What follows belongs to an exercise in optimizing a design on an open flow for small area, a short achievable clock period and few clock cycles per item; a production flow would make more cautious choices.
The RTL was checked by simulation tests, not by an equivalence proof against the original design.
Power and IR drop assume default switching activity.

==> harbor <==
==> flow/design.v (excerpt) <==
module cpu_top (
    input  wire logic              clk,
    input  wire logic              reset,
    input  wire cpu_pkg::word_t    rdata,
    output cpu_pkg::mem_req_t      mem_req
);
export LEC_CHECK = 0
export CAP_MARGIN = 20
export CORE_MARGIN = 2
export CORE_UTILIZATION = 65
export CTS_BUF_LIST = sky130_fd_sc_hd__clkbuf_8 sky130_fd_sc_hd__clkbuf_4
export PLACE_DENSITY = 0.75
export SLEW_MARGIN = 20
create_clock -name core_clock -period 10.0 [get_ports {clk}]
standard.sh (not shown) runs the stock make flow with config.mk's settings and CLKGATE_MAP_FILE= SYNTH_SCRIPT=/design/flow/synth_recipe.tcl, a recipe that flattens the netlist after the stock synthesis.
==> flow/flow/run.sh <==
#!/bin/bash
set -euo pipefail
bash standard.sh SETUP_SLACK_MARGIN=6 finish > standard.log 2>&1
==> delta: changes against harbor <==
--- a/flow/design.v
+++ b/flow/design.v
@@ -96,25 +96,26 @@
         end
     end
 endmodule
 `default_nettype wire
 `default_nettype none
 module cpu_alu (
     input  wire cpu_pkg::word_t op1,
     input  wire cpu_pkg::word_t op2,       
+    input  wire logic [3:0]     rot_m,     
+    input  wire logic           rot_left,  
     input  wire logic           s_xor,
     input  wire logic           s_add,
     input  wire logic           s_cmp,
     input  wire logic           s_rot,
     input  wire logic           s_shf,
     output cpu_pkg::word_t      result,
     output logic                carry,
-    output logic                zero,
-    output logic [7:0]          nib_par
+    output logic                zero
 );
     logic [3:0]           amt;
     logic                 left;
     logic [3:0]           m;
     logic [32:0] sum;
     cpu_pkg::word_t       x;
     cpu_pkg::word_t       r1, r2, r4, rot;
     cpu_pkg::word_t       mask;
@@ -123,18 +124,18 @@
     logic [32:0] shl;
     cpu_pkg::word_t       t, o;
     logic                 z_add;
     always_comb
     begin
         amt  = op1[3:0];
         left = op1[4];
         sum  = {1'b0, op1} + {1'b0, op2};
-        x    = left ? {op2[16:0], op2[31:17]} : op2;
-        m    = amt ^ {4{left}};
+        x    = rot_left ? {op2[16:0], op2[31:17]} : op2;
+        m    = rot_m;
         r1   = m[0] ? {x[0], x[31:1]}     : x;
         r2   = m[1] ? {r1[1:0], r1[31:2]} : r1;
         r4   = m[2] ? {r2[3:0], r2[31:4]} : r2;
         rot  = m[3] ? {r4[7:0], r4[31:8]} : r4;
         mask  = left ? ({32{1'b1}} << amt) : ({32{1'b1}} >> amt);
         bmask = left ? ({32{1'b1}} >> amt) : ({32{1'b1}} << amt);
         rmask = s_rot ? {32{1'b1}} : (s_shf ? mask : '0);
         shl  = {1'b0, op2} << amt;           
@@ -146,20 +147,16 @@
         t     = op1 ^ op2;
         o     = op1 | op2;
         z_add = ~t[0] & (t[32-1:1] == o[32-2:0]);
         zero  = (s_xor & (t == '0))
               | (s_add & z_add)
               | (s_cmp & (op1 == '0))
               | (s_rot & (op2 == '0))
               | (s_shf & ((op2 & bmask) == '0));
-        for (int i = 0; i < 8; i++)
-        begin
-            nib_par[i] = ^result[4*i +: 4];
-        end
     end
 endmodule
 `default_nettype wire
 `default_nettype none
 module cpu_status (
     input  wire cpu_pkg::flags_t flags,
     input  wire logic [7:0]      cond_hot,
     output logic                 branch_taken
@@ -189,25 +186,26 @@
     output cpu_pkg::reg_idx_t            rd_idx_b,
     input  wire cpu_pkg::word_t          rd_data_a,
     input  wire cpu_pkg::word_t          rd_data_b,
     output logic                         wr_en,
     output cpu_pkg::reg_idx_t            wr_idx,
     output cpu_pkg::word_t               wr_data,
     output cpu_pkg::word_t               op1,
     output cpu_pkg::word_t               op2,
+    output logic [3:0]                   rot_m,
+    output logic                         rot_left,
     output logic                         s_xor,
     output logic                         s_add,
     output logic                         s_cmp,
     output logic                         s_rot,
     output logic                         s_shf,
     input  wire cpu_pkg::word_t          alu_result,
     input  wire logic                    alu_carry,
     input  wire logic                    alu_zero,
-    input  wire logic [7:0]              alu_nib_par,
     output cpu_pkg::flags_t              flags,         
     output cpu_pkg::flags_t              alu_flags,     
     output logic [7:0]                   cond_hot,      
     input  wire logic                    taken_now,     
     input  wire logic                    taken_alu      
 );
     logic              q_en;
     logic              q_wr;
@@ -224,30 +222,34 @@
     logic              e_alu;
     logic              e_go;      
     logic              e_late;    
     cpu_pkg::reg_idx_t e_dest;    
     cpu_pkg::reg_idx_t e_aidx;
     logic              e_areg;    
     logic              e_breg;    
     logic [7:0]        e_cond_hot;
+    logic              wb_v;
+    cpu_pkg::reg_idx_t wb_dest;
+    cpu_pkg::word_t    wb_res;
     logic              pend;
     cpu_pkg::reg_idx_t pdest;
     cpu_pkg::flags_t   flags_q;
-    logic [7:0]        par_nib;
+    logic              par_q;
+    logic              par_now;
     cpu_pkg::instr_t d;
     logic       d_ld, d_str, d_bra, d_hlt;
     logic       d_xor, d_add, d_rot, d_shf, d_cmp, d_alu;
     logic       a_imm;
     logic       b_reg;
     logic [7:0] d_cond_hot;
-    logic       byp_a, byp_b, fix_a, fix_b;
+    logic       byp_a, byp_b, wbp_a, wbp_b, fix_a, fix_b;
     cpu_pkg::word_t op1_d, op2_d;
     logic       e_ok, e_wr, do_hlt, late, d_v, advance, q_fetch;
-    cpu_pkg::addr_t fpc_next;
+    cpu_pkg::addr_t fpc_next, req_addr;
     logic       n_v, n_ok, n_ld, n_str, n_bra, n_go, n_late, halted_next;
     logic [7:0] n_cond_hot;
     cpu_pkg::addr_t n_hi, n_lo;
     cpu_pkg::flags_t flags_next, flags_now;
     always_comb
     begin
         d     = cpu_pkg::instr_t'(rdata);
         d_ld  = (d.opcode == cpu_pkg::op_ld);
@@ -266,90 +268,100 @@
         rd_idx_a = d.addr_hi[4-1:0];
         rd_idx_b = d.addr_lo[4-1:0];
     end
     always_comb
     begin
         e_ok    = e_v & ~pend & ~halted;
         e_wr    = e_ok & e_alu;
         do_hlt  = e_ok & e_hlt;
-        late    = e_ok & e_late & ^par_nib;
+        par_now = wb_v ? ^wb_res : par_q;
+        late    = e_ok & e_late & par_now;
         d_v     = f_v & ~(e_go & e_ok) & ~late;
         advance = ~pend;
         q_fetch = q_en & ~q_wr & ~q_ld;
-        fpc_next = q_fetch ? q_addr + 1'b1 : fpc;
+        fpc_next = q_fetch ? req_addr + 1'b1 : fpc;
         byp_a = e_wr & (e_dest == d.addr_hi[4-1:0]);
         byp_b = e_wr & (e_dest == d.addr_lo[4-1:0]);
+        wbp_a = wb_v & (wb_dest == d.addr_hi[4-1:0]) & ~byp_a;
+        wbp_b = wb_v & (wb_dest == d.addr_lo[4-1:0]) & ~byp_b;
         fix_a = pend & e_areg & (e_aidx == pdest);
         fix_b = pend & e_breg & (e_dest == pdest);
-        op1_d = ({32{advance & ~a_imm & ~byp_a}} & rd_data_a)
+        op1_d = ({32{advance & ~a_imm & ~byp_a & ~wbp_a}} & rd_data_a)
               | ({32{advance & byp_a & ~a_imm}} & alu_result)
+              | ({32{advance & wbp_a & ~a_imm}} & wb_res)
               | ({32{advance & a_imm}} & {{(32-12){1'b0}}, d.addr_hi})
-              | ({32{fix_a}} & rdata);
-        op2_d = ({32{advance & b_reg & ~byp_b}} & rd_data_b)
+              | ({32{fix_a}} & rdata)
+              | ({32{~advance & ~fix_a}} & op1);
+        op2_d = ({32{advance & b_reg & ~byp_b & ~wbp_b}} & rd_data_b)
               | ({32{advance & byp_b & b_reg}} & alu_result)
+              | ({32{advance & wbp_b & b_reg}} & wb_res)
               | ({32{advance & d_str}} & {{(32-12){1'b0}}, d.addr_lo})
               | {32{advance & d_cmp}}
-              | ({32{fix_b}} & rdata);
+              | ({32{fix_b}} & rdata)
+              | ({32{~advance & ~fix_b}} & op2);
         halted_next = halted | do_hlt;
         n_v   = advance ? d_v : e_v;
         n_ok  = n_v & ~q_ld & ~halted_next;    
         n_ld  = n_ok & (advance ? d_ld : e_ld);
         n_str = n_ok & (advance ? d_str : e_str);
         n_bra = n_ok & (advance ? d_bra : e_bra);
         n_cond_hot = advance ? d_cond_hot : e_cond_hot;
         n_hi  = advance ? d.addr_hi : op1[12-1:0];
         n_lo  = advance ? d.addr_lo : op2[12-1:0];
         n_late = n_cond_hot[1] & e_wr;
         alu_flags.zero     = alu_zero;
         alu_flags.negative = alu_result[32-1];
         alu_flags.even     = ~alu_result[0];
         alu_flags.carry    = alu_carry;
         alu_flags.parity   = 1'b0;               
         flags_now          = flags_q;
-        flags_now.parity   = ^par_nib;
+        flags_now.parity   = par_now;
         flags_next         = e_wr ? alu_flags : flags_now;
         n_go = n_bra & ~n_late & (e_wr ? taken_alu : taken_now);
     end
     assign cond_hot = n_cond_hot;
     assign flags    = flags_now;
-    assign mem_req  = {q_en, q_wr, q_addr, op1};   
-    assign wr_en   = e_wr | pend;
-    assign wr_idx  = pend ? pdest : e_dest;
-    assign wr_data = pend ? rdata : alu_result;
+    assign req_addr = e_go ? op1[12-1:0] : q_addr;
+    assign mem_req  = {q_en, q_wr, req_addr, op1};   
+    assign wr_en   = wb_v | pend;
+    assign wr_idx  = pend ? pdest : wb_dest;
+    assign wr_data = pend ? rdata : wb_res;
     always_ff @(posedge clk)
     begin
         if (reset)
         begin
             q_en   <= 1'b0;
             q_wr   <= 1'b0;
             q_ld   <= 1'b0;
             q_addr <= cpu_pkg::addr_t'(3);
             halted <= 1'b0;
             fpc    <= cpu_pkg::addr_t'(3);
             f_v    <= 1'b0;
             e_v    <= 1'b0;
             e_go   <= 1'b0;
             e_late <= 1'b0;
             pend   <= 1'b0;
+            wb_v   <= 1'b0;
         end
         else
         begin
             halted <= halted_next;
             fpc    <= fpc_next;
             f_v    <= q_fetch & ~late;
             pend   <= q_ld;
+            wb_v   <= e_wr;
             q_en   <= ~halted_next;
             q_wr   <= ~late & n_str;
             q_ld   <= ~late & n_ld;
             if (late)
             begin
                 q_addr <= op1[12-1:0];
             end
-            else if (n_go | n_ld)
+            else if (n_ld)
             begin
                 q_addr <= n_hi;
             end
             else if (n_str)
             begin
                 q_addr <= n_lo;
             end
             else
@@ -365,16 +377,18 @@
         end
     end
     always_ff @(posedge clk)
     begin
         if (q_ld)
         begin
             pdest <= e_dest;
         end
+        wb_dest <= e_dest;
+        wb_res  <= alu_result;
         if (advance)
         begin
             e_ld   <= d_ld;
             e_str  <= d_str;
             e_bra  <= d_bra;
             e_hlt  <= d_hlt;
             e_alu  <= d_alu;
             s_xor  <= d_xor;
@@ -383,39 +397,32 @@
             s_shf  <= d_shf;
             s_cmp  <= d_cmp;
             e_cond_hot <= d_cond_hot;
             e_dest <= d.addr_lo[4-1:0];
             e_aidx <= d.addr_hi[4-1:0];
             e_areg <= ~a_imm;
             e_breg <= b_reg;
         end
-        if (advance | fix_a)
-        begin
-            op1 <= op1_d;
-        end
-        if (advance | fix_b)
-        begin
-            op2 <= op2_d;
-        end
+        op1 <= op1_d;
+        op2 <= op2_d;
+        rot_m    <= op1_d[3:0] ^ {4{op1_d[4]}};
+        rot_left <= op1_d[4];
     end
     always_ff @(posedge clk)
     begin
         if (reset)
         begin
             flags_q <= 5'b10100;    
-            par_nib <= '0;
+            par_q   <= 1'b0;
         end
         else
         begin
             flags_q <= flags_next;
-            if (e_wr)
-            begin
-                par_nib <= alu_nib_par;
-            end
+            par_q   <= par_now;
         end
     end
 endmodule
 `default_nettype wire
 `default_nettype none
 module cpu_top (
     input  wire logic              clk,
     input  wire logic              reset,
@@ -426,21 +433,22 @@
     cpu_pkg::reg_idx_t rd_idx_b;
     cpu_pkg::word_t    rd_data_a;
     cpu_pkg::word_t    rd_data_b;
     logic              wr_en;
     cpu_pkg::reg_idx_t wr_idx;
     cpu_pkg::word_t    wr_data;
     cpu_pkg::word_t    op1;
     cpu_pkg::word_t    op2;
+    logic [3:0]        rot_m;
+    logic              rot_left;
     logic              s_xor, s_add, s_cmp, s_rot, s_shf;
     cpu_pkg::word_t    alu_result;
     logic              alu_carry;
     logic              alu_zero;
-    logic [7:0]        alu_nib_par;
     cpu_pkg::flags_t   flags;
     cpu_pkg::flags_t   alu_flags;
     logic              taken_alu;
     logic [7:0]        cond_hot;
     logic              branch_taken;
     cpu_control i_cpu_control (
         .clk          (clk),
         .reset        (reset),
@@ -450,25 +458,26 @@
         .rd_idx_b     (rd_idx_b),
         .rd_data_a    (rd_data_a),
         .rd_data_b    (rd_data_b),
         .wr_en        (wr_en),
         .wr_idx       (wr_idx),
         .wr_data      (wr_data),
         .op1          (op1),
         .op2          (op2),
+        .rot_m        (rot_m),
+        .rot_left     (rot_left),
         .s_xor        (s_xor),
         .s_add        (s_add),
         .s_cmp        (s_cmp),
         .s_rot        (s_rot),
         .s_shf        (s_shf),
         .alu_result   (alu_result),
         .alu_carry    (alu_carry),
         .alu_zero     (alu_zero),
-        .alu_nib_par  (alu_nib_par),
         .flags        (flags),
         .alu_flags    (alu_flags),
         .cond_hot     (cond_hot),
         .taken_now    (branch_taken),
         .taken_alu    (taken_alu)
     );
     cpu_regfile i_cpu_regfile (
         .clk       (clk),
@@ -478,25 +487,26 @@
         .rd_idx_a  (rd_idx_a),
         .rd_idx_b  (rd_idx_b),
         .rd_data_a (rd_data_a),
         .rd_data_b (rd_data_b)
     );
     cpu_alu i_cpu_alu (
         .op1    (op1),
         .op2    (op2),
+        .rot_m  (rot_m),
+        .rot_left (rot_left),
         .s_xor  (s_xor),
         .s_add  (s_add),
         .s_cmp  (s_cmp),
         .s_rot  (s_rot),
         .s_shf  (s_shf),
         .result (alu_result),
         .carry  (alu_carry),
-        .zero   (alu_zero),
-        .nib_par(alu_nib_par)
+        .zero   (alu_zero)
     );
     cpu_status i_cpu_status (
         .flags        (flags),
         .cond_hot     (cond_hot),
         .branch_taken (branch_taken)
     );
     cpu_status i_cpu_status_alu (
         .flags        (alu_flags),
==> flow/flow/run.sh (replaced) <==
#!/bin/bash
set -euo pipefail
bash standard.sh SETUP_SLACK_MARGIN=6.5 "BUFFER_PORTS_ARGS=-buffer_cell sky130_fd_sc_hd__buf_2" finish > standard.log 2>&1
==> flow/config.mk (replaced) <==
export PLATFORM = sky130hd
export DESIGN_NAME = cpu_top
export DESIGN_NICKNAME = cpu_top
export VERILOG_FILES = /design/flow/design.v
export SDC_FILE = /design/flow/constraint.sdc
export NUM_CORES = 4
export LEC_CHECK = 0
export CAP_MARGIN = 30
export CORE_MARGIN = 2
export CORE_UTILIZATION = 40
export CTS_BUF_LIST = sky130_fd_sc_hd__clkbuf_16
export CTS_CLUSTER_DIAMETER = 70
export CTS_CLUSTER_SIZE = 24
export SLEW_MARGIN = 30
==> comparison <==
Between delta and harbor, the lower synthesized cell count is in harbor (gap about 4%, measured against harbor). Global-route usage: delta is lower than harbor (19 points). Against delta, the sequential power of harbor is smaller by about 6%. Against delta, the non-clock buffer count of harbor is lower by 80. Of delta and harbor, delta has the higher cell count (gap 14%, measured against harbor). Utilization: delta is lower than harbor (27 points). harbor finished with capacitance limit, slew limit left. delta finished clean. Maximum frequency: delta is higher than harbor (about 23%).
==> figures <==
item                                                                      delta                         harbor
Worst slack after detailed placement                                    4980 ps                        4520 ps
Share of the cycle needed by the critical path after routing              36.6%                          44.9%
Switching pwr                                                           2.27 mW                        2.18 mW
Endpoint class of the critical path                              primary output                           flop
Instance area after placement                                        38800 um^2                     37500 um^2
Levels on crit path                                                           3                             11
Gr usage total                                                            33.7%                          52.7%
Result of the run                              no timing/DRC/antenna violations     complete, but fails checks
Reasons for failing layout checks                                             -  capacitance limit, slew limit
Proportion of netlist area held by the largest area contributor           43.9%                          49.9%
Final min period                                                        3660 ps                        4490 ps
Number of cells traversed by the worst hold path                              1                              2
Clock distribution power                                                1.88 mW                        2.26 mW
Wire length of the first global-routing pass                             227 mm                         215 mm
Maximum operating frequency                                             274 MHz                        223 MHz
Die W                                                                    306 um                         239 um
Testbench counts of harbor, summed over its fixed seeds: cycles 35,456, instructions 25,803.
Testbench counts of delta, summed over its fixed seeds: cycles 35,456, instructions 25,803.

-- re-timing with driven ports --
Ports are ideal in the flow. The routed layouts listed here were re-timed in OpenROAD.
Step 1 (the two cells are an assumption about what drives the block):
set clk [get_ports {clk}]
set_driving_cell -lib_cell sky130_fd_sc_hd__clkbuf_16 $clk
set_driving_cell -lib_cell sky130_fd_sc_hd__buf_2 [delete_from_list [all_inputs] $clk]
Step 2 moves the port delays by t, midway between the first and last clock arrival at a register: inputs arrive t later, outputs are due t later. That takes back most of the time a late clock gives input paths.
Three values: ideal ports, drivers, drivers and shift; two values: the first two.
run	t, ns	setup slack, ns	worst register clock-pin slew, ns	pins driven straight from the clock port
harbor	0.768	5.513 / 5.513 / 5.166	0.07 / 0.07	1
delta	0.666	6.344 / 6.280 / 5.709	0.10 / 0.10	1
For delta, which loses most, drivers alone change the setup slack by -0.064 ns; drivers and shift together by -0.635 ns.
